This design comes from an exercise in tuning for small area and a short achievable clock period on the open sky130 flow, not from production work. At most, simulation tests tie the RTL to the original design; equivalence was not proved. No activity file was given, so power comes from the tool's default toggle rates.

==> job 2158: inputs <==
// exec_top
module exec_top (
    input  logic                      clk,
    input  logic                      rst_n,
    input  logic                      in_valid,
    input  core_pkg::instr_u          instr,
    input  logic [core_pkg::xlen-1:0] pc,
    input  logic [core_pkg::xlen-1:0] rs1data,
    input  logic [core_pkg::xlen-1:0] rs2data,
    output core_pkg::ex_result_t      result,
    output logic                      out_valid
);
    core_pkg::ex_result_t res_d;
    execute_stage u_exec (
        .instr   (instr),
        .pc      (pc),
        .rs1data (rs1data),
        .rs2data (rs2data),
        .res_d   (res_d)
    );
    always_ff @(posedge clk or negedge rst_n) begin
        if (!rst_n)
            result <= '0;
        else if (in_valid)
            result <= res_d;   
    end
    always_ff @(posedge clk or negedge rst_n) begin
        if (!rst_n)
            out_valid <= 1'b0;
        else
            out_valid <= in_valid;   
    end
endmodule
==> module exec_alu, before the edit <==
module exec_alu (
    input  logic [31:0] a,
    input  logic [31:0] bx,      
    input  logic        cin,
    input  logic [31:0] shin,    
    input  logic [2:0]  f3,
    input  logic        alt,
    input  logic        arith,   
    input  logic        legal,
    output logic [31:0] alu
);
    logic [31:0] p, g, c, x, y, rev, rest, alu0, alu1;
    logic        cout, left, fill;
    logic        s_add, s_slt, s_sltu, s_xor, s_or, s_and, s_sll, s_sr;
    assign p = a ^ bx;
    assign g = a & bx;
    pfx_carry u_carry (.p(a | bx), .g(g), .cin(cin), .c(c), .cout(cout));
    assign left = f3 == 3'd1;
    assign fill = alt & shin[31] & ~left;
    always_comb
        for (int k = 0; k < 32; k++) x[k] = left ? shin[31-k] : shin[k];
    assign y = $unsigned($signed({fill, x}) >>> bx[4:0]);
    always_comb
        for (int k = 0; k < 32; k++) rev[k] = y[31-k];
    assign s_add  = legal & (~arith | (f3 == 3'd0));
    assign s_slt  = arith & (f3 == 3'd2);
    assign s_sltu = arith & (f3 == 3'd3);
    assign s_xor  = arith & (f3 == 3'd4);
    assign s_or   = arith & (f3 == 3'd6);
    assign s_and  = arith & (f3 == 3'd7);
    assign s_sll  = arith & (f3 == 3'd1);
    assign s_sr   = arith & (f3 == 3'd5);
    assign rest = ({32{s_xor | s_or}} & p) |
                  ({32{s_or | s_and}} & g) |
                  ({32{s_sll}} & rev) |
                  ({32{s_sr}}  & y);
    assign alu1 = ({32{s_add}} & ~p) | rest;
    assign alu0 = ({32{s_add}} &  p) | rest;
    always_comb begin
        for (int k = 1; k < 32; k++) alu[k] = c[k] ? alu1[k] : alu0[k];
        alu[0] = cout ? (alu0[0] ^ (s_add & cin)) | (s_slt & (a[31] ^ bx[31] ^ cin))
                      : (alu0[0] ^ (s_add & cin)) | (s_slt & ~(a[31] ^ bx[31] ^ cin)) | s_sltu;
    end
endmodule
clock: 7.0 ns
lec_check: 0
cap_margin: 20
core_margin: 2
core_utilization: 40
slew_margin: 20
standard.sh (not shown) runs the stock make flow with config.mk's settings and CLKGATE_MAP_FILE= SYNTH_SCRIPT=/design/flow/synth_recipe.tcl, a recipe that flattens the netlist after the stock synthesis.
==> flow/flow/run.sh <==
#!/bin/bash
# Standard ORFS layout with two changes:
#  - ports are buffered with sky130_fd_sc_hd__buf_1 in place of ORFS's default choice;
#  - synthesis skips the full/half-adder extraction (ADDER_MAP_FILE unset), so ABC
#    maps the adder logic itself.
# make's whole output goes to standard_flow.log; ORFS keeps each step's log under orfs/logs.
set -euo pipefail
export BUFFER_PORTS_ARGS="-buffer_cell sky130_fd_sc_hd__buf_1"
bash standard.sh ADDER_MAP_FILE= finish > standard_flow.log 2>&1
==> job 158 (differences from job 2158) <==
--- a/flow/design.v
+++ b/flow/design.v
@@ -101,7 +101,7 @@
     logic        s_add, s_slt, s_sltu, s_xor, s_or, s_and, s_sll, s_sr;
     assign p = a ^ bx;
     assign g = a & bx;
-    pfx_carry u_carry (.p(a | bx), .g(g), .cin(cin), .c(c), .cout(cout));
+    pfx_carry u_carry (.p(p), .g(g), .cin(cin), .c(c), .cout(cout));
     assign left = f3 == 3'd1;
     assign fill = alt & shin[31] & ~left;
     always_comb
==> flow/flow/run.sh (replaced) <==
#!/bin/bash
# Standard ORFS layout, except that ports are buffered with a small buffer
# (sky130_fd_sc_hd__buf_1) in place of ORFS's default choice.
set -euo pipefail
export BUFFER_PORTS_ARGS="-buffer_cell sky130_fd_sc_hd__buf_1"
bash standard.sh > standard_flow.log 2>&1
- SETUP_SLACK_MARGIN: not set -> 2.5
==> job 6478 (differences from job 2158) <==
--- a/flow/design.v
+++ b/flow/design.v
@@ -101,7 +101,7 @@
     logic        s_add, s_slt, s_sltu, s_xor, s_or, s_and, s_sll, s_sr;
     assign p = a ^ bx;
     assign g = a & bx;
-    pfx_carry u_carry (.p(a | bx), .g(g), .cin(cin), .c(c), .cout(cout));
+    pfx_carry u_carry (.p(p), .g(g), .cin(cin), .c(c), .cout(cout));
     assign left = f3 == 3'd1;
     assign fill = alt & shin[31] & ~left;
     always_comb
==> flow/flow/run.sh (replaced) <==
#!/bin/bash
# Standard ORFS layout, except that ports are buffered with a small buffer
# (sky130_fd_sc_hd__buf_1) in place of ORFS's default choice.
set -euo pipefail
export BUFFER_PORTS_ARGS="-buffer_cell sky130_fd_sc_hd__buf_1"
bash standard.sh > standard_flow.log 2>&1
- CTS_BUF_LIST: not set -> sky130_fd_sc_hd__clkbuf_8
- SETUP_SLACK_MARGIN: not set -> 2.5
==> summary of the runs <==
Count of clock-buffer cells in the layout is the same in job 158 and job 2158. Of job 6478 and job 158, job 6478 has the higher hold slack (gap 0.0087 ns). Worst setup slack, highest first: job 6478, job 158, job 2158. In job 2158 the global-route usage is lower than in job 6478, by 4.9 points. In job 158 the die area is smaller than in job 2158, by 4.5%. Via count, highest first: job 158, job 2158, job 6478. Register-to-register slack: job 2158 is worse than job 158 (0.17 ns).
==> figures <==
Run status: job 158 timing/DRC/antenna clean; job 6478 timing/DRC/antenna clean; job 2158 timing/DRC/antenna clean
Cell variety after synth: job 158 81; job 6478 81; job 2158 85
Initial Utilization: job 158 40.4%; job 6478 40.4%; job 2158 40.8%
Peak VDD IR: job 158 0.154 mV; job 6478 0.108 mV; job 2158 0.157 mV
Final min period: job 158 4.62 ns; job 6478 4.58 ns; job 2158 5.77 ns
Footprint of the multi-input gates: job 158 0.00923 mm2; job 6478 0.00905 mm2; job 2158 0.00892 mm2
Leakage power summed over all cells: job 158 6.39 nW; job 6478 6.21 nW; job 2158 5.56 nW
Arrival time reported for the critical path endpoint: job 158 5.00 ns; job 6478 4.99 ns; job 2158 6.09 ns
Final worst-path cycle share: job 158 66.1%; job 6478 65.4%; job 2158 82.4%
CP Capture Point: job 158 result[80]; job 6478 result[65]; job 2158 result[75]
Area of all placed cells without fillers: job 158 0.0153 mm2; job 6478 0.0148 mm2; job 2158 0.0142 mm2
Antenna violations before repair: job 158 1; job 6478 0; job 2158 1
Multiplexer area fraction after synthesis: job 158 12.7%; job 6478 12.7%; job 2158 13.0%
Non-Clock Inverter Count: job 158 59; job 6478 59; job 2158 47
Final cell utilization of the core: job 158 51.9%; job 6478 50.3%; job 2158 46.5%
For job 2158, only the layout was checked, not whether the RTL still works.

## afterwards: timing with drivers on the ports
No port has a modelled driver above. Below, the same layouts with a new extraction and two added sets of constraints.
Step 1 (the two cells are an assumption about what drives the block):
set clk [get_ports {clk}]
set_driving_cell -lib_cell sky130_fd_sc_hd__clkbuf_16 $clk
set_driving_cell -lib_cell sky130_fd_sc_hd__buf_2 [delete_from_list [all_inputs] $clk]
Step 2, shift: input delay + t, output delay - t, t = (earliest + latest rising clock arrival at the registers) / 2. This alone moves slack from input paths to output paths.
Three values: ideal, step 1, step 2; two values: the first two.
run | t (ns) | slack for setup (ns) | worst setup path at the end | slew at the worst register clock pin (ns) | pins driven straight from the clock port
job 2158 | 0.506 | 1.232 / 1.246 / 0.740 | input to register | 0.07 / 0.07 | 1
job 158 | 0.497 | 2.376 / 2.403 / 1.906 | input to register | 0.08 / 0.08 | 1
job 6478 | 0.534 | 2.422 / 2.436 / 1.901 | input to register | 0.12 / 0.12 | 1
After both steps setup and hold are still met in every run listed. For job 6478, which loses most, drivers alone change the setup slack by +0.014 ns; drivers and shift together by -0.521 ns.
